Context: an optimization exercise on an open-source flow, tuned for small area, a short achievable clock period and few clock cycles per item. The choices shown serve that exercise and are no tape-out recipe.
In this exercise RTL edits were held to simulation tests only and were not proved equivalent to the original.

==> flow/design.v, too long to show whole: its modules and the start of the top module <==
// module fkf_front: 60 lines
// module fkf_mul: 1930 lines
// module fkf_queue: 49 lines
// module fkf_cfg: 180 lines
// module fkf_back: 156 lines
// module fm_keycode_to_fnum_block: 106 lines
module fm_keycode_to_fnum_block (
	input  logic             clk,
	input  logic             arst_n,
	input  logic             cfg_we,
	input  logic [0:0]       cfg_index,
	input  logic [fkf_pkg::CLK_W-1:0] cfg_data,
	input  logic             in_valid,
	output logic             in_stall,
	input  logic [7:0]       key_code,
	input  logic [7:0]       key_fraction,
	output logic             out_valid,
	input  logic             out_stall,
	output logic [2:0]       block,
	output logic [10:0]      freq_number
);
  // ...
==> flow/flow/run.sh <==
#!/bin/bash
set -euo pipefail
export SETUP_SLACK_MARGIN=8.0
export TNS_END_PERCENT=100
export BUFFER_PORTS_ARGS="-buffer_cell sky130_fd_sc_hd__buf_4"
bash standard.sh > standard.log 2>&1
==> flow/standard.sh <==
#!/bin/bash
# synth_recipe.tcl (not shown) runs the flow's synth.tcl, then flattens the netlist and writes it again
# the make line also repeats each setting of config.mk as NAME=value (left out here)
make -C /OpenROAD-flow-scripts/flow DESIGN_CONFIG=/design/flow/config.mk WORK_HOME=/design/flow/orfs CLKGATE_MAP_FILE= SYNTH_SCRIPT=/design/flow/synth_recipe.tcl "${@:-finish}"
==> flow/config.mk <==
export PLATFORM = sky130hd
export DESIGN_NAME = fm_keycode_to_fnum_block
export DESIGN_NICKNAME = fm_keycode_to_fnum_block
export VERILOG_FILES = /design/flow/design.v
export SDC_FILE = /design/flow/constraint.sdc
export NUM_CORES = 8
export LEC_CHECK = 0
export CAP_MARGIN = 70
export CORE_MARGIN = 2
export CORE_UTILIZATION = 45
export SLEW_MARGIN = 70
export SYNTH_MEMORY_MAX_BITS = 65536
==> flow/constraint.sdc <==
create_clock -name core_clock -period 12.0 [get_ports {clk}]
set_input_delay 2.4000 -clock core_clock [delete_from_list [all_inputs] [get_ports {clk}]]
set_output_delay 2.4000 -clock core_clock [all_outputs]
set_load 0.01 [all_outputs]
==> summary.txt, run 1 <==
Drt
The first-pass detailed-route iteration total is 12. Dividing the detail-routed wire length by the instance count gives between 30 and 40 µm. In the detailed route, the total length drawn on met2 is roughly 240000 µm.

Layout
In the finished design the tool counted flip-flops and latches totalling 1571. Compared with the post-synthesis result, the final layout area differs by 19.4%. The layout has just over 20000 filler cells. The sequential cells in the finished layout cover a total of between 30000 and 40000 µm².

Run status
The run finished with no timing, DRC or antenna violations.

Yosys
The share of synthesized cell area in full adder, half adder and majority cells is roughly 16%. The simple-gate share of the synthesized area is between 10% and 20%. In the synthesized netlist, the cells that appear most often are sky130_fd_sc_hd__inv_1, sky130_fd_sc_hd__dfxtp_1, sky130_fd_sc_hd__clkbuf_1.

Placement
The number of port buffers is 60.

Global routing
The leftover overflow at the end of global routing is 0. Entering global routing, the biggest net connects 64 pins. The most utilized layer in the global route result is met2.

Global routing used between 20% and 30% of the available met3 tracks.

Timing
Between clock sinks in the finished design, the worst skew comes to 82.9 ps. The final critical-path setup slack is around 7900 ps. The minimum clock period is around 4100 ps. The final hold slack is 289 ps. Of the available clock period, the critical path in the final layout requires between 30% and 40%. Setup total negative slack on the finished layout was measured at 0 ps.

CTS
The maximum buffer depth of the clock tree is 3. The number of cells upsized or downsized after cts is 220.

Critical path
STA classifies the critical path startpoint as a flip-flop.

Worst hold path
Along the worst hold path, the cell count comes to 0.
Testbench counts, summed over its fixed seeds: cycles 13,368, items 12,288.
==> module fkf_front, before the edit <==
module fkf_front (
	input  logic        clk,
	input  logic        arst_n,
	input  logic        accept,
	input  logic [7:0]  key_code,
	input  logic [7:0]  key_fraction,
	input  logic [33:0] an,
	input  logic [35:0] a3,
	output logic        vld_s3,
	output logic [62:0] s_s3,
	output logic [62:0] c_s3,
	output logic [3:0]  exp_s3
);
	logic        vld_s1, vld_s2;
	logic [2:0]  oct_s1;
	logic [15:0] oc_s1;
	logic [7:0]  oa_s1, ob_s1;
	logic [24:0] m;
	logic [44:0] bd;
	logic [44:0] bd_s2;
	logic [3:0]  exp_s2;
	logic [62:0] s, c;
	always_ff @(posedge clk or negedge arst_n) begin
		if (!arst_n) begin
			vld_s1 <= 1'b0;
			vld_s2 <= 1'b0;
			vld_s3 <= 1'b0;
		end else begin
			vld_s1 <= accept;
			vld_s2 <= vld_s1;
			vld_s3 <= vld_s2;
		end
	end
	assign m = {1'b1, fkf_pkg::mant_oh(oc_s1, oa_s1, ob_s1)};
	always_comb begin
		for (int i = 0; i < 9; i++)
			bd[5*i +: 5] = fkf_pkg::booth8({(3*i+2 <= 24) ? m[3*i+2] : 1'b0,
			                                (3*i+1 <= 24) ? m[3*i+1] : 1'b0,
			                                m[3*i],
			                                (i > 0) ? m[3*i-1] : 1'b0});
	end
	fkf_mul u_mul (
		.bd  (bd_s2),
		.an  (an),
		.a3  (a3),
		.s   (s),
		.c   (c)
	);
	always_ff @(posedge clk) begin
		oct_s1 <= key_code[6:4];
		oc_s1  <= 16'(1) << key_code[3:0];
		oa_s1  <= 8'(1) << key_fraction[7:5];
		ob_s1  <= 8'(1) << key_fraction[4:2];
		bd_s2  <= bd;
		exp_s2 <= {1'b0, oct_s1} + {3'd0, |oc_s1[15:12]};
		s_s3   <= s;
		c_s3   <= c;
		exp_s3 <= exp_s2;
	end
endmodule
==> run 2, diff against run 1 <==
--- a/flow/design.v
+++ b/flow/design.v
@@ -44,5 +44,27 @@
 		booth8 = v;
 	endfunction
-	function automatic logic [23:0] mant_oh(input logic [15:0] oc, input logic [7:0] oa, input logic [7:0] ob);
+	function automatic logic [11:0] note_row(input logic [3:0] code);
+		logic [11:0] r;
+		case (code)
+			4'd0:    r = 12'h008;
+			4'd1:    r = 12'h010;
+			4'd2:    r = 12'h020;
+			4'd3:    r = 12'h020;
+			4'd4:    r = 12'h040;
+			4'd5:    r = 12'h080;
+			4'd6:    r = 12'h100;
+			4'd7:    r = 12'h100;
+			4'd8:    r = 12'h200;
+			4'd9:    r = 12'h400;
+			4'd10:   r = 12'h800;
+			4'd11:   r = 12'h800;
+			4'd12:   r = 12'h001;
+			4'd13:   r = 12'h002;
+			4'd14:   r = 12'h004;
+			default: r = 12'h004;
+		endcase
+		note_row = r;
+	endfunction
+	function automatic logic [23:0] mant_oh(input logic [11:0] orl, input logic [7:0] oa, input logic [7:0] ob);
 		logic [23:0] m;
 		logic [23:0] r;
@@ -56,5 +78,5 @@
 		    ({24{ob[6]}} & 24'h0163db) |
 		    ({24{ob[7]}} & 24'h019f5a);
-		m = m | ({24{(oc[12]) & oa[0]}} & r);
+		m = m | ({24{orl[0] & oa[0]}} & r);
 		r = ({24{ob[0]}} & 24'h01dae7) |
 		    ({24{ob[1]}} & 24'h021681) |
@@ -65,5 +87,5 @@
 		    ({24{ob[6]}} & 24'h034155) |
 		    ({24{ob[7]}} & 24'h037d43);
-		m = m | ({24{(oc[12]) & oa[1]}} & r);
+		m = m | ({24{orl[0] & oa[1]}} & r);
 		r = ({24{ob[0]}} & 24'h03b93e) |
 		    ({24{ob[1]}} & 24'h03f547) |
@@ -74,5 +96,5 @@
 		    ({24{ob[6]}} & 24'h052246) |
 		    ({24{ob[7]}} & 24'h055ea3);
-		m = m | ({24{(oc[12]) & oa[2]}} & r);
+		m = m | ({24{orl[0] & oa[2]}} & r);
 		r = ({24{ob[0]}} & 24'h059b0d) |
 		    ({24{ob[1]}} & 24'h05d786) |
@@ -83,5 +105,5 @@
 		    ({24{ob[6]}} & 24'h0706b3) |
 		    ({24{ob[7]}} & 24'h07437f);
-		m = m | ({24{(oc[12]) & oa[3]}} & r);
+		m = m | ({24{orl[0] & oa[3]}} & r);
 		r = ({24{ob[0]}} & 24'h07805a) |
 		    ({24{ob[1]}} & 24'h07bd43) |
@@ -92,5 +114,5 @@
 		    ({24{ob[6]}} & 24'h08eea2) |
 		    ({24{ob[7]}} & 24'h092bdf);
-		m = m | ({24{(oc[12]) & oa[4]}} & r);
+		m = m | ({24{orl[0] & oa[4]}} & r);
 		r = ({24{ob[0]}} & 24'h09692b) |
 		    ({24{ob[1]}} & 24'h09a685) |
@@ -101,5 +123,5 @@
 		    ({24{ob[6]}} & 24'h0ada1a) |
 		    ({24{ob[7]}} & 24'h0b17ca);
-		m = m | ({24{(oc[12]) & oa[5]}} & r);
+		m = m | ({24{orl[0] & oa[5]}} & r);
 		r = ({24{ob[0]}} & 24'h0b5587) |
 		    ({24{ob[1]}} & 24'h0b9352) |
@@ -110,5 +132,5 @@
 		    ({24{ob[6]}} & 24'h0cc923) |
 		    ({24{ob[7]}} & 24'h0d0744);
-		m = m | ({24{(oc[12]) & oa[6]}} & r);
+		m = m | ({24{orl[0] & oa[6]}} & r);
 		r = ({24{ob[0]}} & 24'h0d4574) |
 		    ({24{ob[1]}} & 24'h0d83b2) |
@@ -119,5 +141,5 @@
 		    ({24{ob[6]}} & 24'h0ebbc1) |
 		    ({24{ob[7]}} & 24'h0efa56);
-		m = m | ({24{(oc[12]) & oa[7]}} & r);
+		m = m | ({24{orl[0] & oa[7]}} & r);
 		r = ({24{ob[0]}} & 24'h0f38f9) |
 		    ({24{ob[1]}} & 24'h0f77ab) |
@@ -128,5 +150,5 @@
 		    ({24{ob[6]}} & 24'h10b1fd) |
 		    ({24{ob[7]}} & 24'h10f106);
-		m = m | ({24{(oc[13]) & oa[0]}} & r);
+		m = m | ({24{orl[1] & oa[0]}} & r);
 		r = ({24{ob[0]}} & 24'h11301d) |
 		    ({24{ob[1]}} & 24'h116f43) |
@@ -137,5 +159,5 @@
 		    ({24{ob[6]}} & 24'h12abdc) |
 		    ({24{ob[7]}} & 24'h12eb5a);
-		m = m | ({24{(oc[13]) & oa[1]}} & r);
+		m = m | ({24{orl[1] & oa[1]}} & r);
 		r = ({24{ob[0]}} & 24'h132ae6) |
 		    ({24{ob[1]}} & 24'h136a81) |
@@ -146,5 +168,5 @@
 		    ({24{ob[6]}} & 24'h14a966) |
 		    ({24{ob[7]}} & 24'h14e959);
-		m = m | ({24{(oc[13]) & oa[2]}} & r);
+		m = m | ({24{orl[1] & oa[2]}} & r);
 		r = ({24{ob[0]}} & 24'h15295c) |
 		    ({24{ob[1]}} & 24'h15696d) |
@@ -155,5 +177,5 @@
 		    ({24{ob[6]}} & 24'h16aaa1) |
 		    ({24{ob[7]}} & 24'h16eb0b);
-		m = m | ({24{(oc[13]) & oa[3]}} & r);
+		m = m | ({24{orl[1] & oa[3]}} & r);
 		r = ({24{ob[0]}} & 24'h172b84) |
 		    ({24{ob[1]}} & 24'h176c0c) |
@@ -164,5 +186,5 @@
 		    ({24{ob[6]}} & 24'h18af94) |
 		    ({24{ob[7]}} & 24'h18f075);
-		m = m | ({24{(oc[13]) & oa[4]}} & r);
+		m = m | ({24{orl[1] & oa[4]}} & r);
 		r = ({24{ob[0]}} & 24'h193166) |
 		    ({24{ob[1]}} & 24'h197266) |
@@ -173,5 +195,5 @@
 		    ({24{ob[6]}} & 24'h1ab845) |
 		    ({24{ob[7]}} & 24'h1af9a0);
-		m = m | ({24{(oc[13]) & oa[5]}} & r);
+		m = m | ({24{orl[1] & oa[5]}} & r);
 		r = ({24{ob[0]}} & 24'h1b3b09) |
 		    ({24{ob[1]}} & 24'h1b7c81) |
@@ -182,5 +204,5 @@
 		    ({24{ob[6]}} & 24'h1cc4bd) |
 		    ({24{ob[7]}} & 24'h1d0691);
-		m = m | ({24{(oc[13]) & oa[6]}} & r);
+		m = m | ({24{orl[1] & oa[6]}} & r);
 		r = ({24{ob[0]}} & 24'h1d4873) |
 		    ({24{ob[1]}} & 24'h1d8a65) |
@@ -191,5 +213,5 @@
 		    ({24{ob[6]}} & 24'h1ed502) |
 		    ({24{ob[7]}} & 24'h1f1750);
-		m = m | ({24{(oc[13]) & oa[7]}} & r);
+		m = m | ({24{orl[1] & oa[7]}} & r);
 		r = ({24{ob[0]}} & 24'h1f59ac) |
 		    ({24{ob[1]}} & 24'h1f9c18) |
@@ -200,5 +222,5 @@
 		    ({24{ob[6]}} & 24'h20e91b) |
 		    ({24{ob[7]}} & 24'h212be3);
-		m = m | ({24{(oc[14] | oc[15]) & oa[0]}} & r);
+		m = m | ({24{orl[2] & oa[0]}} & r);
 		r = ({24{ob[0]}} & 24'h216ebb) |
 		    ({24{ob[1]}} & 24'h21b1a2) |
@@ -209,5 +231,5 @@
 		    ({24{ob[6]}} & 24'h23010f) |
 		    ({24{ob[7]}} & 24'h234453);
-		m = m | ({24{(oc[14] | oc[15]) & oa[1]}} & r);
+		m = m | ({24{orl[2] & oa[1]}} & r);
 		r = ({24{ob[0]}} & 24'h2387a7) |
 		    ({24{ob[1]}} & 24'h23cb0a) |
@@ -218,5 +240,5 @@
 		    ({24{ob[6]}} & 24'h251ce5) |
 		    ({24{ob[7]}} & 24'h2560a6);
-		m = m | ({24{(oc[14] | oc[15]) & oa[2]}} & r);
+		m = m | ({24{orl[2] & oa[2]}} & r);
 		r = ({24{ob[0]}} & 24'h25a477) |
 		    ({24{ob[1]}} & 24'h25e857) |
@@ -227,5 +249,5 @@
 		    ({24{ob[6]}} & 24'h273ca5) |
 		    ({24{ob[7]}} & 24'h2780e3);
-		m = m | ({24{(oc[14] | oc[15]) & oa[3]}} & r);
+		m = m | ({24{orl[2] & oa[3]}} & r);
 		r = ({24{ob[0]}} & 24'h27c532) |
 		    ({24{ob[1]}} & 24'h280990) |
@@ -236,5 +258,5 @@
 		    ({24{ob[6]}} & 24'h296055) |
 		    ({24{ob[7]}} & 24'h29a512);
-		m = m | ({24{(oc[14] | oc[15]) & oa[4]}} & r);
+		m = m | ({24{orl[2] & oa[4]}} & r);
 		r = ({24{ob[0]}} & 24'h29e9df) |
 		    ({24{ob[1]}} & 24'h2a2ebc) |
@@ -245,5 +267,5 @@
 		    ({24{ob[6]}} & 24'h2b87fd) |
 		    ({24{ob[7]}} & 24'h2bcd3a);
-		m = m | ({24{(oc[14] | oc[15]) & oa[5]}} & r);
+		m = m | ({24{orl[2] & oa[5]}} & r);
 		r = ({24{ob[0]}} & 24'h2c1287) |
 		    ({24{ob[1]}} & 24'h2c57e4) |
@@ -254,5 +276,5 @@
 		    ({24{ob[6]}} & 24'h2db3a5) |
 		    ({24{ob[7]}} & 24'h2df962);
-		m = m | ({24{(oc[14] | oc[15]) & oa[6]}} & r);
+		m = m | ({24{orl[2] & oa[6]}} & r);
 		r = ({24{ob[0]}} & 24'h2e3f2f) |
 		    ({24{ob[1]}} & 24'h2e850d) |
@@ -263,5 +285,5 @@
 		    ({24{ob[6]}} & 24'h2fe353) |
 		    ({24{ob[7]}} & 24'h302992);
-		m = m | ({24{(oc[14] | oc[15]) & oa[7]}} & r);
+		m = m | ({24{orl[2] & oa[7]}} & r);
 		r = ({24{ob[0]}} & 24'h306fe1) |
 		    ({24{ob[1]}} & 24'h30b640) |
@@ -272,5 +294,5 @@
 		    ({24{ob[6]}} & 24'h321710) |
 		    ({24{ob[7]}} & 24'h325dd1);
-		m = m | ({24{(oc[0]) & oa[0]}} & r);
+		m = m | ({24{orl[3] & oa[0]}} & r);
 		r = ({24{ob[0]}} & 24'h32a4a2) |
 		    ({24{ob[1]}} & 24'h32eb84) |
@@ -281,5 +303,5 @@
 		    ({24{ob[6]}} & 24'h344ee2) |
 		    ({24{ob[7]}} & 24'h349626);
-		m = m | ({24{(oc[0]) & oa[1]}} & r);
+		m = m | ({24{orl[3] & oa[1]}} & r);
 		r = ({24{ob[0]}} & 24'h34dd7b) |
 		    ({24{ob[1]}} & 24'h3524e0) |
@@ -290,5 +312,5 @@
 		    ({24{ob[6]}} & 24'h368ad2) |
 		    ({24{ob[7]}} & 24'h36d29a);
-		m = m | ({24{(oc[0]) & oa[2]}} & r);
+		m = m | ({24{orl[3] & oa[2]}} & r);
 		r = ({24{ob[0]}} & 24'h371a73) |
 		    ({24{ob[1]}} & 24'h37625d) |
@@ -299,5 +321,5 @@
 		    ({24{ob[6]}} & 24'h38cae7) |
 		    ({24{ob[7]}} & 24'h391334);
-		m = m | ({24{(oc[0]) & oa[3]}} & r);
+		m = m | ({24{orl[3] & oa[3]}} & r);
 		r = ({24{ob[0]}} & 24'h395b93) |
 		    ({24{ob[1]}} & 24'h39a402) |
@@ -308,5 +330,5 @@
 		    ({24{ob[6]}} & 24'h3b0f28) |
 		    ({24{ob[7]}} & 24'h3b57fc);
-		m = m | ({24{(oc[0]) & oa[4]}} & r);
+		m = m | ({24{orl[3] & oa[4]}} & r);
 		r = ({24{ob[0]}} & 24'h3ba0e1) |
 		    ({24{ob[1]}} & 24'h3be9d6) |
@@ -317,5 +339,5 @@
 		    ({24{ob[6]}} & 24'h3d579e) |
 		    ({24{ob[7]}} & 24'h3da0f9);
-		m = m | ({24{(oc[0]) & oa[5]}} & r);
+		m = m | ({24{orl[3] & oa[5]}} & r);
 		r = ({24{ob[0]}} & 24'h3dea65) |
 		    ({24{ob[1]}} & 24'h3e33e1) |
@@ -326,5 +348,5 @@
 		    ({24{ob[6]}} & 24'h3fa450) |
 		    ({24{ob[7]}} & 24'h3fee33);
-		m = m | ({24{(oc[0]) & oa[6]}} & r);
+		m = m | ({24{orl[3] & oa[6]}} & r);
 		r = ({24{ob[0]}} & 24'h403827) |
 		    ({24{ob[1]}} & 24'h40822c) |
@@ -335,5 +357,5 @@
 		    ({24{ob[6]}} & 24'h41f546) |
 		    ({24{ob[7]}} & 24'h423fb2);
-		m = m | ({24{(oc[0]) & oa[7]}} & r);
+		m = m | ({24{orl[3] & oa[7]}} & r);
 		r = ({24{ob[0]}} & 24'h428a30) |
 		    ({24{ob[1]}} & 24'h42d4be) |
@@ -344,5 +366,5 @@
 		    ({24{ob[6]}} & 24'h444a89) |
 		    ({24{ob[7]}} & 24'h44957f);
-		m = m | ({24{(oc[1]) & oa[0]}} & r);
+		m = m | ({24{orl[4] & oa[0]}} & r);
 		r = ({24{ob[0]}} & 24'h44e086) |
 		    ({24{ob[1]}} & 24'h452b9f) |
@@ -353,5 +375,5 @@
 		    ({24{ob[6]}} & 24'h46a41f) |
 		    ({24{ob[7]}} & 24'h46efa0);
-		m = m | ({24{(oc[1]) & oa[1]}} & r);
+		m = m | ({24{orl[4] & oa[1]}} & r);
 		r = ({24{ob[0]}} & 24'h473b32) |
 		    ({24{ob[1]}} & 24'h4786d6) |
@@ -362,5 +384,5 @@
 		    ({24{ob[6]}} & 24'h490211) |
 		    ({24{ob[7]}} & 24'h494e1e);
-		m = m | ({24{(oc[1]) & oa[2]}} & r);
+		m = m | ({24{orl[4] & oa[2]}} & r);
 		r = ({24{ob[0]}} & 24'h499a3d) |
 		    ({24{ob[1]}} & 24'h49e66d) |
@@ -371,5 +393,5 @@
 		    ({24{ob[6]}} & 24'h4b6467) |
 		    ({24{ob[7]}} & 24'h4bb101);
-		m = m | ({24{(oc[1]) & oa[3]}} & r);
+		m = m | ({24{orl[4] & oa[3]}} & r);
 		r = ({24{ob[0]}} & 24'h4bfdad) |
 		    ({24{ob[1]}} & 24'h4c4a6b) |
@@ -380,5 +402,5 @@
 		    ({24{ob[6]}} & 24'h4dcb2a) |
 		    ({24{ob[7]}} & 24'h4e1852);
-		m = m | ({24{(oc[1]) & oa[4]}} & r);
+		m = m | ({24{orl[4] & oa[4]}} & r);
 		r = ({24{ob[0]}} & 24'h4e658c) |
 		    ({24{ob[1]}} & 24'h4eb2d8) |
@@ -389,5 +411,5 @@
 		    ({24{ob[6]}} & 24'h503660) |
 		    ({24{ob[7]}} & 24'h508418);
-		m = m | ({24{(oc[1]) & oa[5]}} & r);
+		m = m | ({24{orl[4] & oa[5]}} & r);
 		r = ({24{ob[0]}} & 24'h50d1e1) |
 		    ({24{ob[1]}} & 24'h511fbd) |
@@ -398,5 +420,5 @@
 		    ({24{ob[6]}} & 24'h52a614) |
 		    ({24{ob[7]}} & 24'h52f45c);
-		m = m | ({24{(oc[1]) & oa[6]}} & r);
+		m = m | ({24{orl[4] & oa[6]}} & r);
 		r = ({24{ob[0]}} & 24'h5342b5) |
 		    ({24{ob[1]}} & 24'h539121) |
@@ -407,5 +429,5 @@
 		    ({24{ob[6]}} & 24'h551a4d) |
 		    ({24{ob[7]}} & 24'h556925);
-		m = m | ({24{(oc[1]) & oa[7]}} & r);
+		m = m | ({24{orl[4] & oa[7]}} & r);
 		r = ({24{ob[0]}} & 24'h55b811) |
 		    ({24{ob[1]}} & 24'h56070e) |
@@ -416,5 +438,5 @@
 		    ({24{ob[6]}} & 24'h579313) |
 		    ({24{ob[7]}} & 24'h57e27e);
-		m = m | ({24{(oc[2] | oc[3]) & oa[0]}} & r);
+		m = m | ({24{orl[5] & oa[0]}} & r);
 		r = ({24{ob[0]}} & 24'h5831fb) |
 		    ({24{ob[1]}} & 24'h58818b) |
@@ -425,5 +447,5 @@
 		    ({24{ob[6]}} & 24'h5a106e) |
 		    ({24{ob[7]}} & 24'h5a606d);
-		m = m | ({24{(oc[2] | oc[3]) & oa[1]}} & r);
+		m = m | ({24{orl[5] & oa[1]}} & r);
 		r = ({24{ob[0]}} & 24'h5ab07e) |
 		    ({24{ob[1]}} & 24'h5b00a1) |
@@ -434,5 +456,5 @@
 		    ({24{ob[6]}} & 24'h5c9269) |
 		    ({24{ob[7]}} & 24'h5ce2fb);
-		m = m | ({24{(oc[2] | oc[3]) & oa[2]}} & r);
+		m = m | ({24{orl[5] & oa[2]}} & r);
 		r = ({24{ob[0]}} & 24'h5d33a1) |
 		    ({24{ob[1]}} & 24'h5d8459) |
@@ -443,5 +465,5 @@
 		    ({24{ob[6]}} & 24'h5f190a) |
 		    ({24{ob[7]}} & 24'h5f6a32);
-		m = m | ({24{(oc[2] | oc[3]) & oa[3]}} & r);
+		m = m | ({24{orl[5] & oa[3]}} & r);
 		r = ({24{ob[0]}} & 24'h5fbb6d) |
 		    ({24{ob[1]}} & 24'h600cbb) |
@@ -452,5 +474,5 @@
 		    ({24{ob[6]}} & 24'h61a45a) |
 		    ({24{ob[7]}} & 24'h61f619);
-		m = m | ({24{(oc[2] | oc[3]) & oa[4]}} & r);
+		m = m | ({24{orl[5] & oa[4]}} & r);
 		r = ({24{ob[0]}} & 24'h6247eb) |
 		    ({24{ob[1]}} & 24'h6299d0) |
@@ -461,5 +483,5 @@
 		    ({24{ob[6]}} & 24'h643463) |
 		    ({24{ob[7]}} & 24'h6486ba);
-		m = m | ({24{(oc[2] | oc[3]) & oa[5]}} & r);
+		m = m | ({24{orl[5] & oa[5]}} & r);
 		r = ({24{ob[0]}} & 24'h64d923) |
 		    ({24{ob[1]}} & 24'h652ba0) |
@@ -470,5 +492,5 @@
 		    ({24{ob[6]}} & 24'h66c92d) |
 		    ({24{ob[7]}} & 24'h671c1c);
-		m = m | ({24{(oc[2] | oc[3]) & oa[6]}} & r);
+		m = m | ({24{orl[5] & oa[6]}} & r);
 		r = ({24{ob[0]}} & 24'h676f1f) |
 		    ({24{ob[1]}} & 24'h67c234) |
@@ -479,5 +501,5 @@
 		    ({24{ob[6]}} & 24'h6962c1) |
 		    ({24{ob[7]}} & 24'h69b64a);
-		m = m | ({24{(oc[2] | oc[3]) & oa[7]}} & r);
+		m = m | ({24{orl[5] & oa[7]}} & r);
 		r = ({24{ob[0]}} & 24'h6a09e6) |
 		    ({24{ob[1]}} & 24'h6a5d96) |
@@ -488,5 +510,5 @@
 		    ({24{ob[6]}} & 24'h6c0127) |
 		    ({24{ob[7]}} & 24'h6c554b);
-		m = m | ({24{(oc[4]) & oa[0]}} & r);
+		m = m | ({24{orl[6] & oa[0]}} & r);
 		r = ({24{ob[0]}} & 24'h6ca983) |
 		    ({24{ob[1]}} & 24'h6cfdce) |
@@ -497,5 +519,5 @@
 		    ({24{ob[6]}} & 24'h6ea469) |
 		    ({24{ob[7]}} & 24'h6ef92a);
-		m = m | ({24{(oc[4]) & oa[1]}} & r);
+		m = m | ({24{orl[6] & oa[1]}} & r);
 		r = ({24{ob[0]}} & 24'h6f4dfd) |
 		    ({24{ob[1]}} & 24'h6fa2e5) |
@@ -506,5 +528,5 @@
 		    ({24{ob[6]}} & 24'h714c90) |
 		    ({24{ob[7]}} & 24'h71a1ed);
-		m = m | ({24{(oc[4]) & oa[2]}} & r);
+		m = m | ({24{orl[6] & oa[2]}} & r);
 		r = ({24{ob[0]}} & 24'h71f75f) |
 		    ({24{ob[1]}} & 24'h724ce3) |
@@ -515,5 +537,5 @@
 		    ({24{ob[6]}} & 24'h73f9a5) |
 		    ({24{ob[7]}} & 24'h744fa0);
-		m = m | ({24{(oc[4]) & oa[3]}} & r);
+		m = m | ({24{orl[6] & oa[3]}} & r);
 		r = ({24{ob[0]}} & 24'h74a5b0) |
 		    ({24{ob[1]}} & 24'h74fbd3) |
@@ -524,5 +546,5 @@
 		    ({24{ob[6]}} & 24'h76abb0) |
 		    ({24{ob[7]}} & 24'h77024b);
-		m = m | ({24{(oc[4]) & oa[4]}} & r);
+		m = m | ({24{orl[6] & oa[4]}} & r);
 		r = ({24{ob[0]}} & 24'h7758fa) |
 		    ({24{ob[1]}} & 24'h77afbe) |
@@ -533,5 +555,5 @@
 		    ({24{ob[6]}} & 24'h7962bb) |
 		    ({24{ob[7]}} & 24'h79b9f7);
-		m = m | ({24{(oc[4]) & oa[5]}} & r);
+		m = m | ({24{orl[6] & oa[5]}} & r);
 		r = ({24{ob[0]}} & 24'h7a1147) |
 		    ({24{ob[1]}} & 24'h7a68ab) |
@@ -542,5 +564,5 @@
 		    ({24{ob[6]}} & 24'h7c1ed0) |
 		    ({24{ob[7]}} & 24'h7c76ae);
-		m = m | ({24{(oc[4]) & oa[6]}} & r);
+		m = m | ({24{orl[6] & oa[6]}} & r);
 		r = ({24{ob[0]}} & 24'h7ccea0) |
 		    ({24{ob[1]}} & 24'h7d26a6) |
@@ -551,5 +573,5 @@
 		    ({24{ob[6]}} & 24'h7edff8) |
 		    ({24{ob[7]}} & 24'h7f3878);
-		m = m | ({24{(oc[4]) & oa[7]}} & r);
+		m = m | ({24{orl[6] & oa[7]}} & r);
 		r = ({24{ob[0]}} & 24'h7f910d) |
 		    ({24{ob[1]}} & 24'h7fe9b7) |
@@ -560,5 +582,5 @@
 		    ({24{ob[6]}} & 24'h81a63b) |
 		    ({24{ob[7]}} & 24'h81ff60);
-		m = m | ({24{(oc[5]) & oa[0]}} & r);
+		m = m | ({24{orl[7] & oa[0]}} & r);
 		r = ({24{ob[0]}} & 24'h82589a) |
 		    ({24{ob[1]}} & 24'h82b1e8) |
@@ -569,5 +591,5 @@
 		    ({24{ob[6]}} & 24'h8471a4) |
 		    ({24{ob[7]}} & 24'h84cb6f);
-		m = m | ({24{(oc[5]) & oa[1]}} & r);
+		m = m | ({24{orl[7] & oa[1]}} & r);
 		r = ({24{ob[0]}} & 24'h85254e) |
 		    ({24{ob[1]}} & 24'h857f41) |
@@ -578,5 +600,5 @@
 		    ({24{ob[6]}} & 24'h87423d) |
 		    ({24{ob[7]}} & 24'h879cae);
-		m = m | ({24{(oc[5]) & oa[2]}} & r);
+		m = m | ({24{orl[7] & oa[2]}} & r);
 		r = ({24{ob[0]}} & 24'h87f733) |
 		    ({24{ob[1]}} & 24'h8851ce) |
@@ -587,5 +609,5 @@
 		    ({24{ob[6]}} & 24'h8a180e) |
 		    ({24{ob[7]}} & 24'h8a7326);
-		m = m | ({24{(oc[5]) & oa[3]}} & r);
+		m = m | ({24{orl[7] & oa[3]}} & r);
 		r = ({24{ob[0]}} & 24'h8ace54) |
 		    ({24{ob[1]}} & 24'h8b2997) |
@@ -596,5 +618,5 @@
 		    ({24{ob[6]}} & 24'h8cf321) |
 		    ({24{ob[7]}} & 24'h8d4ee3);
-		m = m | ({24{(oc[5]) & oa[4]}} & r);
+		m = m | ({24{orl[7] & oa[4]}} & r);
 		r = ({24{ob[0]}} & 24'h8daaba) |
 		    ({24{ob[1]}} & 24'h8e06a6) |
@@ -605,5 +627,5 @@
 		    ({24{ob[6]}} & 24'h8fd381) |
 		    ({24{ob[7]}} & 24'h902fed);
-		m = m | ({24{(oc[5]) & oa[5]}} & r);
+		m = m | ({24{orl[7] & oa[5]}} & r);
 		r = ({24{ob[0]}} & 24'h908c6e) |
 		    ({24{ob[1]}} & 24'h90e905) |
@@ -614,5 +636,5 @@
 		    ({24{ob[6]}} & 24'h92b937) |
 		    ({24{ob[7]}} & 24'h93164e);
-		m = m | ({24{(oc[5]) & oa[6]}} & r);
+		m = m | ({24{orl[7] & oa[6]}} & r);
 		r = ({24{ob[0]}} & 24'h93737b) |
 		    ({24{ob[1]}} & 24'h93d0bd) |
@@ -623,5 +645,5 @@
 		    ({24{ob[6]}} & 24'h95a44d) |
 		    ({24{ob[7]}} & 24'h960211);
-		m = m | ({24{(oc[5]) & oa[7]}} & r);
+		m = m | ({24{orl[7] & oa[7]}} & r);
 		r = ({24{ob[0]}} & 24'h965fea) |
 		    ({24{ob[1]}} & 24'h96bdda) |
@@ -632,5 +654,5 @@
 		    ({24{ob[6]}} & 24'h9894cc) |
 		    ({24{ob[7]}} & 24'h98f33e);
-		m = m | ({24{(oc[6] | oc[7]) & oa[0]}} & r);
+		m = m | ({24{orl[8] & oa[0]}} & r);
 		r = ({24{ob[0]}} & 24'h9951c6) |
 		    ({24{ob[1]}} & 24'h99b064) |
@@ -641,5 +663,5 @@
 		    ({24{ob[6]}} & 24'h9b8ac0) |
 		    ({24{ob[7]}} & 24'h9be9e1);
-		m = m | ({24{(oc[6] | oc[7]) & oa[1]}} & r);
+		m = m | ({24{orl[8] & oa[1]}} & r);
 		r = ({24{ob[0]}} & 24'h9c4918) |
 		    ({24{ob[1]}} & 24'h9ca865) |
@@ -650,5 +672,5 @@
 		    ({24{ob[6]}} & 24'h9e8632) |
 		    ({24{ob[7]}} & 24'h9ee603);
-		m = m | ({24{(oc[6] | oc[7]) & oa[2]}} & r);
+		m = m | ({24{orl[8] & oa[2]}} & r);
 		r = ({24{ob[0]}} & 24'h9f45eb) |
 		    ({24{ob[1]}} & 24'h9fa5e9) |
@@ -659,5 +681,5 @@
 		    ({24{ob[6]}} & 24'ha1872c) |
 		    ({24{ob[7]}} & 24'ha1e7af);
-		m = m | ({24{(oc[6] | oc[7]) & oa[3]}} & r);
+		m = m | ({24{orl[8] & oa[3]}} & r);
 		r = ({24{ob[0]}} & 24'ha24848) |
 		    ({24{ob[1]}} & 24'ha2a8f8) |
@@ -668,5 +690,5 @@
 		    ({24{ob[6]}} & 24'ha48db8) |
 		    ({24{ob[7]}} & 24'ha4eeee);
-		m = m | ({24{(oc[6] | oc[7]) & oa[4]}} & r);
+		m = m | ({24{orl[8] & oa[4]}} & r);
 		r = ({24{ob[0]}} & 24'ha5503b) |
 		    ({24{ob[1]}} & 24'ha5b19e) |
@@ -677,5 +699,5 @@
 		    ({24{ob[6]}} & 24'ha799e1) |
 		    ({24{ob[7]}} & 24'ha7fbcc);
-		m = m | ({24{(oc[6] | oc[7]) & oa[5]}} & r);
+		m = m | ({24{orl[8] & oa[5]}} & r);
 		r = ({24{ob[0]}} & 24'ha85dcd) |
 		    ({24{ob[1]}} & 24'ha8bfe5) |
@@ -686,5 +708,5 @@
 		    ({24{ob[6]}} & 24'haaabb2) |
 		    ({24{ob[7]}} & 24'hab0e52);
-		m = m | ({24{(oc[6] | oc[7]) & oa[6]}} & r);
+		m = m | ({24{orl[8] & oa[6]}} & r);
 		r = ({24{ob[0]}} & 24'hab7109) |
 		    ({24{ob[1]}} & 24'habd3d7) |
@@ -695,5 +717,5 @@
 		    ({24{ob[6]}} & 24'hadc334) |
 		    ({24{ob[7]}} & 24'hae268b);
-		m = m | ({24{(oc[6] | oc[7]) & oa[7]}} & r);
+		m = m | ({24{orl[8] & oa[7]}} & r);
 		r = ({24{ob[0]}} & 24'hae89fa) |
 		    ({24{ob[1]}} & 24'haeed7f) |
@@ -704,5 +726,5 @@
 		    ({24{ob[6]}} & 24'hb0e073) |
 		    ({24{ob[7]}} & 24'hb14482);
-		m = m | ({24{(oc[8]) & oa[0]}} & r);
+		m = m | ({24{orl[9] & oa[0]}} & r);
 		r = ({24{ob[0]}} & 24'hb1a8a9) |
 		    ({24{ob[1]}} & 24'hb20ce7) |
@@ -713,5 +735,5 @@
 		    ({24{ob[6]}} & 24'hb40378) |
 		    ({24{ob[7]}} & 24'hb46841);
-		m = m | ({24{(oc[8]) & oa[1]}} & r);
+		m = m | ({24{orl[9] & oa[1]}} & r);
 		r = ({24{ob[0]}} & 24'hb4cd22) |
 		    ({24{ob[1]}} & 24'hb5321a) |
@@ -722,5 +744,5 @@
 		    ({24{ob[6]}} & 24'hb72c4f) |
 		    ({24{ob[7]}} & 24'hb791d4);
-		m = m | ({24{(oc[8]) & oa[2]}} & r);
+		m = m | ({24{orl[9] & oa[2]}} & r);
 		r = ({24{ob[0]}} & 24'hb7f76f) |
 		    ({24{ob[1]}} & 24'hb85d22) |
@@ -731,5 +753,5 @@
 		    ({24{ob[6]}} & 24'hba5b03) |
 		    ({24{ob[7]}} & 24'hbac144);
-		m = m | ({24{(oc[8]) & oa[3]}} & r);
+		m = m | ({24{orl[9] & oa[3]}} & r);
 		r = ({24{ob[0]}} & 24'hbb279c) |
 		    ({24{ob[1]}} & 24'hbb8e0b) |
@@ -740,5 +762,5 @@
 		    ({24{ob[6]}} & 24'hbd8f9e) |
 		    ({24{ob[7]}} & 24'hbdf69c);
-		m = m | ({24{(oc[8]) & oa[4]}} & r);
+		m = m | ({24{orl[9] & oa[4]}} & r);
 		r = ({24{ob[0]}} & 24'hbe5db2) |
 		    ({24{ob[1]}} & 24'hbec4e0) |
@@ -749,5 +771,5 @@
 		    ({24{ob[6]}} & 24'hc0ca2b) |
 		    ({24{ob[7]}} & 24'hc131e9);
-		m = m | ({24{(oc[8]) & oa[5]}} & r);
+		m = m | ({24{orl[9] & oa[5]}} & r);
 		r = ({24{ob[0]}} & 24'hc199be) |
 		    ({24{ob[1]}} & 24'hc201ab) |
@@ -758,5 +780,5 @@
 		    ({24{ob[6]}} & 24'hc40ab6) |
 		    ({24{ob[7]}} & 24'hc47334);
-		m = m | ({24{(oc[8]) & oa[6]}} & r);
+		m = m | ({24{orl[9] & oa[6]}} & r);
 		r = ({24{ob[0]}} & 24'hc4dbca) |
 		    ({24{ob[1]}} & 24'hc54478) |
@@ -767,5 +789,5 @@
 		    ({24{ob[6]}} & 24'hc75149) |
 		    ({24{ob[7]}} & 24'hc7ba89);
-		m = m | ({24{(oc[8]) & oa[7]}} & r);
+		m = m | ({24{orl[9] & oa[7]}} & r);
 		r = ({24{ob[0]}} & 24'hc823e0) |
 		    ({24{ob[1]}} & 24'hc88d51) |
@@ -776,5 +798,5 @@
 		    ({24{ob[6]}} & 24'hca9df0) |
 		    ({24{ob[7]}} & 24'hcb07f3);
-		m = m | ({24{(oc[9]) & oa[0]}} & r);
+		m = m | ({24{orl[10] & oa[0]}} & r);
 		r = ({24{ob[0]}} & 24'hcb720e) |
 		    ({24{ob[1]}} & 24'hcbdc42) |
@@ -785,5 +807,5 @@
 		    ({24{ob[6]}} & 24'hcdf0b5) |
 		    ({24{ob[7]}} & 24'hce5b7d);
-		m = m | ({24{(oc[9]) & oa[1]}} & r);
+		m = m | ({24{orl[10] & oa[1]}} & r);
 		r = ({24{ob[0]}} & 24'hcec65d) |
 		    ({24{ob[1]}} & 24'hcf3156) |
@@ -794,5 +816,5 @@
 		    ({24{ob[6]}} & 24'hd149a5) |
 		    ({24{ob[7]}} & 24'hd1b533);
-		m = m | ({24{(oc[9]) & oa[2]}} & r);
+		m = m | ({24{orl[10] & oa[2]}} & r);
 		r = ({24{ob[0]}} & 24'hd220d9) |
 		    ({24{ob[1]}} & 24'hd28c98) |
@@ -803,5 +825,5 @@
 		    ({24{ob[6]}} & 24'hd4a8cb) |
 		    ({24{ob[7]}} & 24'hd51520);
-		m = m | ({24{(oc[9]) & oa[3]}} & r);
+		m = m | ({24{orl[10] & oa[3]}} & r);
 		r = ({24{ob[0]}} & 24'hd5818e) |
 		    ({24{ob[1]}} & 24'hd5ee15) |
@@ -812,5 +834,5 @@
 		    ({24{ob[6]}} & 24'hd80e31) |
 		    ({24{ob[7]}} & 24'hd87b4f);
-		m = m | ({24{(oc[9]) & oa[4]}} & r);
+		m = m | ({24{orl[10] & oa[4]}} & r);
 		r = ({24{ob[0]}} & 24'hd8e887) |
 		    ({24{ob[1]}} & 24'hd955d7) |
@@ -821,5 +843,5 @@
 		    ({24{ob[6]}} & 24'hdb79e5) |
 		    ({24{ob[7]}} & 24'hdbe7cd);
-		m = m | ({24{(oc[9]) & oa[5]}} & r);
+		m = m | ({24{orl[10] & oa[5]}} & r);
 		r = ({24{ob[0]}} & 24'hdc55cf) |
 		    ({24{ob[1]}} & 24'hdcc3ea) |
@@ -830,5 +852,5 @@
 		    ({24{ob[6]}} & 24'hdeebf1) |
 		    ({24{ob[7]}} & 24'hdf5aa5);
-		m = m | ({24{(oc[9]) & oa[6]}} & r);
+		m = m | ({24{orl[10] & oa[6]}} & r);
 		r = ({24{ob[0]}} & 24'hdfc973) |
 		    ({24{ob[1]}} & 24'he0385b) |
@@ -839,5 +861,5 @@
 		    ({24{ob[6]}} & 24'he26461) |
 		    ({24{ob[7]}} & 24'he2d3e3);
-		m = m | ({24{(oc[9]) & oa[7]}} & r);
+		m = m | ({24{orl[10] & oa[7]}} & r);
 		r = ({24{ob[0]}} & 24'he3437e) |
 		    ({24{ob[1]}} & 24'he3b334) |
@@ -848,5 +870,5 @@
 		    ({24{ob[6]}} & 24'he5e342) |
 		    ({24{ob[7]}} & 24'he65392);
-		m = m | ({24{(oc[10] | oc[11]) & oa[0]}} & r);
+		m = m | ({24{orl[11] & oa[0]}} & r);
 		r = ({24{ob[0]}} & 24'he6c3fd) |
 		    ({24{ob[1]}} & 24'he73481) |
@@ -857,5 +879,5 @@
 		    ({24{ob[6]}} & 24'he9689e) |
 		    ({24{ob[7]}} & 24'he9d9bf);
-		m = m | ({24{(oc[10] | oc[11]) & oa[1]}} & r);
+		m = m | ({24{orl[11] & oa[1]}} & r);
 		r = ({24{ob[0]}} & 24'hea4afa) |
 		    ({24{ob[1]}} & 24'heabc4f) |
@@ -866,5 +888,5 @@
 		    ({24{ob[6]}} & 24'hecf483) |
 		    ({24{ob[7]}} & 24'hed6676);
-		m = m | ({24{(oc[10] | oc[11]) & oa[2]}} & r);
+		m = m | ({24{orl[11] & oa[2]}} & r);
 		r = ({24{ob[0]}} & 24'hedd883) |
 		    ({24{ob[1]}} & 24'hee4aaa) |
@@ -875,5 +897,5 @@
 		    ({24{ob[6]}} & 24'hf086fc) |
 		    ({24{ob[7]}} & 24'hf0f9c2);
-		m = m | ({24{(oc[10] | oc[11]) & oa[3]}} & r);
+		m = m | ({24{orl[11] & oa[3]}} & r);
 		r = ({24{ob[0]}} & 24'hf16ca2) |
 		    ({24{ob[1]}} & 24'hf1df9e) |
@@ -884,5 +906,5 @@
 		    ({24{ob[6]}} & 24'hf42015) |
 		    ({24{ob[7]}} & 24'hf493b0);
-		m = m | ({24{(oc[10] | oc[11]) & oa[4]}} & r);
+		m = m | ({24{orl[11] & oa[4]}} & r);
 		r = ({24{ob[0]}} & 24'hf50766) |
 		    ({24{ob[1]}} & 24'hf57b36) |
@@ -893,5 +915,5 @@
 		    ({24{ob[6]}} & 24'hf7bfdb) |
 		    ({24{ob[7]}} & 24'hf8344c);
-		m = m | ({24{(oc[10] | oc[11]) & oa[5]}} & r);
+		m = m | ({24{orl[11] & oa[5]}} & r);
 		r = ({24{ob[0]}} & 24'hf8a8d9) |
 		    ({24{ob[1]}} & 24'hf91d80) |
@@ -902,5 +924,5 @@
 		    ({24{ob[6]}} & 24'hfb665a) |
 		    ({24{ob[7]}} & 24'hfbdba3);
-		m = m | ({24{(oc[10] | oc[11]) & oa[6]}} & r);
+		m = m | ({24{orl[11] & oa[6]}} & r);
 		r = ({24{ob[0]}} & 24'hfc5108) |
 		    ({24{ob[1]}} & 24'hfcc688) |
@@ -911,5 +933,5 @@
 		    ({24{ob[6]}} & 24'hff139f) |
 		    ({24{ob[7]}} & 24'hff89c2);
-		m = m | ({24{(oc[10] | oc[11]) & oa[7]}} & r);
+		m = m | ({24{orl[11] & oa[7]}} & r);
 		mant_oh = m;
 	endfunction
@@ -930,5 +952,5 @@
 	logic        vld_s1, vld_s2;
 	logic [2:0]  oct_s1;
-	logic [15:0] oc_s1;
+	logic [11:0] orl_s1;
 	logic [7:0]  oa_s1, ob_s1;
 	logic [24:0] m;
@@ -948,5 +970,5 @@
 		end
 	end
-	assign m = {1'b1, fkf_pkg::mant_oh(oc_s1, oa_s1, ob_s1)};
+	assign m = {1'b1, fkf_pkg::mant_oh(orl_s1, oa_s1, ob_s1)};
 	always_comb begin
 		for (int i = 0; i < 9; i++)
@@ -965,9 +987,9 @@
 	always_ff @(posedge clk) begin
 		oct_s1 <= key_code[6:4];
-		oc_s1  <= 16'(1) << key_code[3:0];
+		orl_s1 <= fkf_pkg::note_row(key_code[3:0]);
 		oa_s1  <= 8'(1) << key_fraction[7:5];
 		ob_s1  <= 8'(1) << key_fraction[4:2];
 		bd_s2  <= bd;
-		exp_s2 <= {1'b0, oct_s1} + {3'd0, |oc_s1[15:12]};
+		exp_s2 <= {1'b0, oct_s1} + {3'd0, |orl_s1[2:0]};
 		s_s3   <= s;
 		c_s3   <= c;
--- a/flow/config.mk
+++ b/flow/config.mk
@@ -9,4 +9,6 @@
 export CORE_MARGIN = 2
 export CORE_UTILIZATION = 45
+export CTS_CLUSTER_DIAMETER = 90
+export CTS_CLUSTER_SIZE = 25
 export SLEW_MARGIN = 70
 export SYNTH_MEMORY_MAX_BITS = 65536
==> summary.txt, run 2 <==
Drt
The routed wire length per instance is 36.7 µm (-3.8%). The first-pass detailed-route iteration total is 9 (-3). The remaining number of nets flagged by the antenna check after routing is 0.

The detailed-routing wirelength on met1 is 213000 µm. The via count is between 100k and 150k. In the routed design, unresolved DRC markers number 0.

The detailed-routed wire length on met2 is 222000 µm (-6.0%). The met3 layer wire length in the routed design is just over 80000 µm. The DRC marker count from the first detailed-route iteration is between 15000 and 20000.

Using the TritonRoute via totals, the vias-per-cell ratio works out to around 6.8. For this block, the routed nets add up to about 560000 µm of wire. The top layer used by detailed routing is met5.

Critical path
Broken down by cell family, the worst path's largest delay share belongs to simple AND/OR/NAND/NOR gates. Of all nets on the critical path, the largest fanout is 19. The highest cell delay on the worst timing path is about 800 ps.

The class of the most critical setup path is reg2reg. The worst setup path is captured at a flip-flop. The category of the worst setup path launch point is a flip-flop.

The slowest stage of the critical path belongs to the cell sky130_fd_sc_hd__or4_4. Traced cell by cell, the critical path runs through buf_6 -> nor2_4 -> buf_6 -> nand2_2 -> a31oi_2 -> a21oi_1 -> a2111oi_1 -> nand4_1 -> or4_4 -> xor2_1 -> and2_1. The required time reported for the critical path endpoint is approximately 13000 ps. The cell that appears most often on the critical path is sky130_fd_sc_hd__buf_6. The data arrival at the endpoint of the critical path is approximately 5000 ps. Together, buffers and inverters on the worst path number 2.

Timing
The maximum clock skew at final layout was 108 ps (+24.7 ps). The setup TNS is 0 ps (unchanged). The final setup violation count is 0. The final hold slack is 290 ps (+0.119 ps). For the pin with the worst max-slew slack, the measured transition is 562 ps. The number of hold-slack violations in the final timing report is 0. The number of max-slew violations in the final report is 0. Setup repair after global routing could not meet its margin everywhere.

The minimum clock period is 4180 ps (+40.1 ps). The final cycle utilization of the critical path was 34.8% (+0.33 points). The highest clock frequency the design can meet is between 200 and 250 MHz. The final critical-path setup slack was 7820 ps (-40.1 ps).

The worst pin sits at a relative slew slack of between 60% and 70%.

Yosys
Of all flip-flops after synthesis, the portion carrying an async set or reset was under 10%. The mapped netlist covers between 100000 and 150000 µm². The net count of the mapped netlist is roughly 13000. Summed over all instances, the cell type with the most area after synthesis is sky130_fd_sc_hd__dfxtp_1.

After synthesis, the cell types taking the most area are sky130_fd_sc_hd__dfxtp_1, sky130_fd_sc_hd__fa_1, sky130_fd_sc_hd__edfxtp_1. In this run the mean area of a mapped cell was 8.75 µm². The number of enable flip-flop cells after synthesis is 323. The area fraction of the dominant cell type after synthesis is 21.5%. After synthesis, the most frequently instantiated cells are sky130_fd_sc_hd__inv_1, sky130_fd_sc_hd__dfxtp_1, sky130_fd_sc_hd__clkbuf_1. The number of synthesis warnings is 16. The cell with the most instances after synthesis is sky130_fd_sc_hd__inv_1.

Synthesis inferred between 1500 and 2000 register bits. After synthesis, flip-flops and latches occupy ~33% of the total area. The most used flip-flop cell after synthesis is sky130_fd_sc_hd__dfxtp_1. The count of distinct cell types in the synthesized netlist is about 110.

Counting every instance in the synthesized netlist gives approximately 12000.

Floorplanning
The initial standard-cell utilization of the core is a little under half. Row generation in the floorplan step produced around 180 rows. The die is about 490 µm tall.

In this run the count of I/O pins placed on the die edge is 64. The die covers around 240000 µm². The total area inside the core boundary comes to ~230000 µm². In this run the horizontal extent of the chip is between 400 and 500 µm.

Placement
The final weighted congestion in routability-driven placement is between 1 and 1.5. Prior to clock tree synthesis, the placed netlist has a worst setup slack of between 7000 and 8000 ps. The standard cell area after detailed placement is ~120000 µm². The total placed cells including tap cells is about 15000. The number of port buffers was 60 (unchanged). The post-DP HPWL is about 380000 µm.

CTS
TritonCTS built the clock tree. The number of clock sinks is about 1600. The clock reaches the later pin of the worst-skew pair after around 850 ps. The maximum buffer depth of the clock tree is 3 (unchanged).

The number of CTS-inserted buffers is between 80 and 90. Clock-pin slew was measured on the worst setup and hold paths at about 90 ps. The count of H-tree levels built during CTS is 3. The cts-stage hold buffer count is 0. The clock root buffer is sky130_fd_sc_hd__clkbuf_16.

Layout
Once layout is complete, the cells apart from fillers number 15400. The layout cell share with drive strength beyond 1 is about 17%. Summing all multi-input logic gate instances after layout gives roughly 64000 µm². The most common library cell in the layout ignoring fill and taps is sky130_fd_sc_hd__inv_1.

From synthesis to final layout, the design area changed by 16.2%. The area taken by flip-flops and latches came to 35300 µm² (-0.33%). At the end of the flow the core is filled with cells to 52.4%. The net count of the finished layout is about 13000. In the layout the commonest cells are sky130_fd_sc_hd__inv_1, sky130_fd_sc_hd__dfxtp_1, sky130_fd_sc_hd__a21oi_1, sky130_fd_sc_hd__nor2_1, sky130_fd_sc_hd__fa_1. The cell area after layout is ~120000 µm². The number of filler cells placed in the layout came to 21400 (+3.4%). In the final layout, the registers with the most flip-flops are u_back.dv_wc (331), u_back.dv_ws (331), u_queue.entry_q (168).

Flow run
The reported max-cap violation count is 0.

Global routing
The largest net degree at the start of global routing is 65 (+1.6%). The leftover overflow at the end of global routing is 0 (unchanged). The initial antenna violation count is 72. The overall fraction of global-route tracks in use is around 45%. The first global-routing pass estimated 762000 µm of wire. The via count of the first global-routing pass is ~97000.

Worst hold path
The worst min-delay path class is reg2reg.

Run status
The flow ran to the end and the layout has no timing, DRC or antenna violations.
==> run 2: path summary, 6_finish.rpt <==
path	cells after the start	startpoint	slack, ps	to
max	11	u_front.ob_s1[3]	7820	u_front.bd_s2[7]
min	0	u_back.dv_ls[0][4]	290	u_back.dv_ls[1][6]
max reg2reg	11	u_front.ob_s1[3]	7820	u_front.bd_s2[7]
min reg2reg	0	u_back.dv_ls[0][4]	290	u_back.dv_ls[1][6]
max in group asynchronous	4	arst_n	9660	u_cfg.tgt_q[19]
min in group asynchronous	1	arst_n	1400	u_queue.out_valid
==> run 2: cells by family (layout without fill, tap and decap cells) <==
kind of cell	Yosys count	after routing	synth area share [%]
flops	1567	1567	33.2
other cells	0	47	0
fa+ha+maj	1024	1024	16.2
xor+xnor	552	552	4.56
compound gates	3473	3473	22.1
mux	250	250	3.04
buf+inv	2869	2916	10.2
simple gates	2375	2376	10.7
==> run 2: final cells by class <==
type | instances | area share [%]
Multi-Input combinational cell | 7675 | 51.9
Sequential cell | 1567 | 28.7
Timing Repair Buffer | 969 | 8.24
Inverter | 1806 | 5.54
Tap cell | 3150 | 3.20
Clock buffer | 106 | 1.84
Clock inverter | 35 | 0.476
Antenna cell | 47 | 0.0955
==> run 2: what timing repair did <==
| action | CTS | global route |
|---|---|---|
| endpoints found under the setup margin | 450 | 554 |
| pin swaps | 37 | 70 |
| buffers inserted | 53 | 100 |
| resized for setup | 150 | 198 |
| cloned | 4 | 20 |
==> run 2: worst register-to-register path: stages, from the launching register on <==
cell	delay, ps
sky130_fd_sc_hd__dfxtp_1	310
sky130_fd_sc_hd__buf_6	180
sky130_fd_sc_hd__nor2_4	420
sky130_fd_sc_hd__buf_6	350
sky130_fd_sc_hd__nand2_2	350
sky130_fd_sc_hd__a31oi_2	360
sky130_fd_sc_hd__a21oi_1	70
sky130_fd_sc_hd__a2111oi_1	440
sky130_fd_sc_hd__nand4_1	480
sky130_fd_sc_hd__or4_4	790
sky130_fd_sc_hd__xor2_1	200
sky130_fd_sc_hd__and2_1	160
==> run 2: metal layers <==
layer / track usage [%] / vias up
li1: - / 41900
met2: 62.3 / 8473
met3: 18.6 / 2384
met5: 0.845 / -
met1: 57.3 / 50900
met4: 28.3 / 62
Testbench counts of run 2, summed over its fixed seeds: cycles 13,368, items 12,288.
==> run 3, diff against run 2 <==
--- a/flow/config.mk
+++ b/flow/config.mk
@@ -8,5 +8,5 @@
 export CAP_MARGIN = 70
 export CORE_MARGIN = 2
-export CORE_UTILIZATION = 45
+export CORE_UTILIZATION = 50
 export CTS_CLUSTER_DIAMETER = 90
 export CTS_CLUSTER_SIZE = 25
==> summary.txt, run 3 <==
Layout
The library cell used most frequently in the layout, excluding fill and tap cells, is sky130_fd_sc_hd__inv_1. The net count of the finished layout is 13100 (-0.80%). The library cells used most frequently in the layout, excluding fill and tap cells, are sky130_fd_sc_hd__inv_1, sky130_fd_sc_hd__dfxtp_1, sky130_fd_sc_hd__a21oi_1, sky130_fd_sc_hd__nor2_1, sky130_fd_sc_hd__fa_1. The layout cell share with drive strength beyond 1 is 15.7% (-1.2 points).

Relative to the synthesized area, the layout overhead comes to 14.5%. The largest registers in the layout are u_back.dv_wc (331), u_back.dv_ws (331), u_queue.entry_q (168). The cell area after layout is 121000 µm² (-1.4%). The number of standard cells in the layout, taps in and fillers out came to 14900 (-2.7%). The post-route core utilization is 57.4% (+5.0 points).

Critical path
The end of the critical path is u_front.bd_s2[15]. The critical path endpoint category is a flip-flop. The destination of the worst register-to-register timing path is u_front.bd_s2[15]. The biggest fanout along the worst timing path was 30 (+11). The category of the worst setup path launch point is a flip-flop. The setup path with the least slack is of type reg2reg. The worst register-to-register path begins at u_front.ob_s1[0]. The data arrival at the endpoint of the critical path came to 4860 ps (about the same). The number of cell instances on the worst register-to-register path came to 15 (+4). The register-to-register setup slack is 7850 ps (+20 ps). In this run the worst setup path begins at u_front.ob_s1[0]. The required time reported for the critical path endpoint was 12710 ps (+20 ps).

Timing
The remaining max-slew budget at the tightest pin was 60.8% (-1.7 points). The final setup violation count came to 0 (unchanged). The highest clock frequency the design can meet was 241 MHz (+0.50%). The number of hold-slack violations in the final timing report is 0 (unchanged). The setup TNS is 0 ps (unchanged). The worst-margin pin slew is 585 ps (+22.9 ps). The minimum clock period is 4150 ps (-20.7 ps). Setup repair after global routing could not meet its margin everywhere.

The final cycle utilization of the critical path is 34.6% (-0.17 points). The number of max-slew violations in the final report is 0 (unchanged). The final hold slack was 288 ps (-1.94 ps). The final critical-path setup slack came to 7850 ps (+20.7 ps). The maximum clock skew at final layout is 49.4 ps (-58.2 ps).

Global routing
The initial antenna violation count is 57 (-21%). The via count of the first global-routing pass came to 98900 (+2.2%). The leftover overflow at the end of global routing is 0 (unchanged). The overall fraction of global-route tracks in use came to 48.1% (+3.2 points). The first-pass GRT wire length is 745000 µm (-2.2%). The largest net degree at the start of global routing was 65 (unchanged).

CTS
The maximum buffer depth of the clock tree came to 3 (unchanged). The root buffer cell chosen for the clock tree is sky130_fd_sc_hd__clkbuf_16. The number of CTS-inserted buffers is 84 (-3.4%).

The clock latency of the later-clocked register in the worst-skew pair is 820 ps (-30 ps). The clock slew at the register clock pins of the worst setup and hold paths is 90 ps (about the same). The cts-stage hold buffer count was 0 (unchanged). The count of H-tree levels built during CTS is 3 (unchanged). The number of clock sinks was 1567 (unchanged). TritonCTS built the clock tree.

Yosys
In the post-synthesis netlist, the biggest area contributors are sky130_fd_sc_hd__dfxtp_1, sky130_fd_sc_hd__fa_1, sky130_fd_sc_hd__edfxtp_1. The cell with the most instances after synthesis is sky130_fd_sc_hd__inv_1. The sequential area share after synthesis is 33.2% (unchanged). In the synthesized netlist, the cells that appear most often are sky130_fd_sc_hd__inv_1, sky130_fd_sc_hd__dfxtp_1, sky130_fd_sc_hd__clkbuf_1. The average cell area after synthesis is 8.75 µm² (unchanged). The synthesized area is 106000 µm² (unchanged). The number of synthesis warnings came to 16 (unchanged). The share of synthesized registers carrying an async set or reset is 6.70% (unchanged). The number of enable flip-flop cells after synthesis was 323 (unchanged). The count of distinct cell types in the synthesized netlist was 111 (unchanged). The area fraction of the dominant cell type after synthesis is 21.5% (unchanged). The synthesized design spends more area on one cell type than any other, namely sky130_fd_sc_hd__dfxtp_1. The most frequently used flop master after synthesis is sky130_fd_sc_hd__dfxtp_1. The number of instances in the synthesized netlist is 12100 (unchanged).

The flip-flop and latch count after synthesis is 1567 (unchanged). The net count of the mapped netlist was 13200 (unchanged).

Drt
The DRC marker count from the first detailed-route iteration is 17300 (+12%). The first-pass detailed-route iteration total is 13 (+4). The remaining number of nets flagged by the antenna check after routing was 0 (unchanged). The routed wire length per instance is 36.3 µm (-1.1%). The total wirelength of the detailed-routed design is 542000 µm (-3.7%). The DRC violation count after routing was 0 (unchanged). The via count is 105000 (+1.1%).

The detail-routed via count per cell came to 7.01 (+3.9%).

Placement
The final weighted congestion in routability-driven placement was 1.13 (+1.9%). The number of port buffers was 60 (unchanged). The standard cell area after detailed placement was 115000 µm² (-0.64%). The post-DP HPWL is 362000 µm (-5.6%).

The worst slack at placement is 7380 ps (+232 ps). The total placed cells including tap cells is 14600 (-2.5%).

Floorplanning
The number of ports placed on the die boundary is 64 (unchanged). The die height came to 464 µm (-5.1%). The initial standard-cell utilization of the core was 50.1% (+5.0 points). The count of standard-cell rows is 169 (-5.1%). The area inside the core boundary is 211000 µm² (-9.9%). The width of the chip is 464 µm (-5.1%).

The die footprint is 216000 µm² (-9.9%).

Run status
The run finished with no timing, DRC or antenna violations.

Flow run
The reported max-cap violation count is 0 (unchanged).

Worst hold path
The worst min-delay path class is reg2reg.
-- run 3: changes by cell type in the layout (fill, tap and decap cells not counted), moves of 10 or more --
cell,delta
sky130_fd_sc_hd__buf_12,-21
sky130_fd_sc_hd__nor4_1,+13
sky130_fd_sc_hd__buf_6,-20
sky130_fd_sc_hd__dfxtp_1,-15
sky130_fd_sc_hd__buf_4,-68
sky130_fd_sc_hd__diode_2,+16
sky130_fd_sc_hd__dfxtp_4,+10
sky130_fd_sc_hd__nand2_2,-15
sky130_fd_sc_hd__nand2_1,+12
-- run 3: cells by family (layout without fill, tap and decap cells) --
family	after synthesis	after routing	share of synthesized area, %
compound gates	3473	3473	22.1
fa+ha+maj	1024	1024	16.2
simple gates	2375	2376	10.7
other cells	0	63	0
buf+inv	2869	2818	10.2
flops	1567	1567	33.2
xor+xnor	552	552	4.56
mux	250	250	3.04
-- run 3: per-layer routing --
layer / share of wire, % / wire (µm) / global-route usage, %
met5: 0.081 / 441 / 1.58
met4: 8.6 / 46500 / 31.3
met3: 16 / 84200 / 23.6
met2: 40 / 215000 / 66.4
met1: 36 / 196000 / 59.0
-- run 3: worst min-delay path by stage --
stage | from | to | cells after the start
2_1_floorplan | u_front.exp_s3[0] | u_back.dv_e[0][0] | 0
3_3_place_gp | u_back.dv_lc[2][11] | u_back.dv_lc[3][13] | 0
3_5_place_dp | u_back.dv_ls[0][7] | u_back.dv_ls[1][9] | 0
4_1_cts | u_back.dv_qn[3][0] | u_back.dv_qn[4][2] | 0
5_1_grt | u_back.dv_qn[3][0] | u_back.dv_qn[4][2] | 0
6_report | u_back.dv_qn[3][0] | u_back.dv_qn[4][2] | 0
-- run 3: timing repair --
item                                    CTS  global route
gates cloned                              6            14
gates resized for setup                 100           187
pin swaps                                30            60
endpoints found under the setup margin  403           510
setup buffers                            29            66
-- run 3: critical path: stages, from the launching register on --
cell and delay (ps):
sky130_fd_sc_hd__dfxtp_4 440, sky130_fd_sc_hd__buf_8 240, sky130_fd_sc_hd__or3_4 450, sky130_fd_sc_hd__nor2_4 100, sky130_fd_sc_hd__buf_8 220, sky130_fd_sc_hd__nand2_4 190, sky130_fd_sc_hd__nor2_4 220, sky130_fd_sc_hd__buf_4 160
sky130_fd_sc_hd__o21ai_1 130, sky130_fd_sc_hd__a2111oi_1 390, sky130_fd_sc_hd__nand4_1 350, sky130_fd_sc_hd__nor4_4 460, sky130_fd_sc_hd__buf_6 210, sky130_fd_sc_hd__nor2b_2 170, sky130_fd_sc_hd__nor2_1 70, sky130_fd_sc_hd__and2_1 160
-- run 3: cell type report --
class	count	area (µm²)
Clock buffer	111	2230
Tap cell	2821	3530
Timing Repair Buffer	867	9160
Multi-Input combinational cell	7675	63600
Fill cell	18100	90100
Inverter	1806	6830
Antenna cell	63	158
Sequential cell	1567	35400
Clock inverter	34	498

-- port drivers added, routing unchanged --
The flow's constraints put no driver on any port. The routed layouts listed below were extracted and timed again, unchanged, in two steps.
Step 1 sets driving cells, clkbuf_16 on the clock port and buf_2 on the other inputs (assumed; they add their load-dependent delay and slew).
Step 2 also shifts input and output timing later by t, the mid clock arrival at the registers, as if the neighbouring blocks saw the same clock.
Slacks: ideal ports / drivers / drivers and shift; pairs: ideal ports / drivers.
| run | shift t [ns] | setup WS [ns] | hold WS [ns] | worst setup path at the end | worst data-port slew with drivers (ns) |
|---|---|---|---|---|---|
| run 1 | 0.939 | 7.865 / 7.865 / 7.576 | 0.289 / 0.289 / 0.289 | input to register | 0.12 |
| run 2 | 0.884 | 7.825 / 7.825 / 7.256 | 0.290 / 0.290 / 0.290 | input to register | 0.08 |
| run 3 | 0.869 | 7.846 / 7.846 / 7.481 | 0.288 / 0.288 / 0.288 | input to register | 0.19 |
After both steps every run listed still meets setup and hold. For run 2, which loses most, drivers alone change the setup slack by 0.000 ns; drivers and shift together by -0.569 ns.
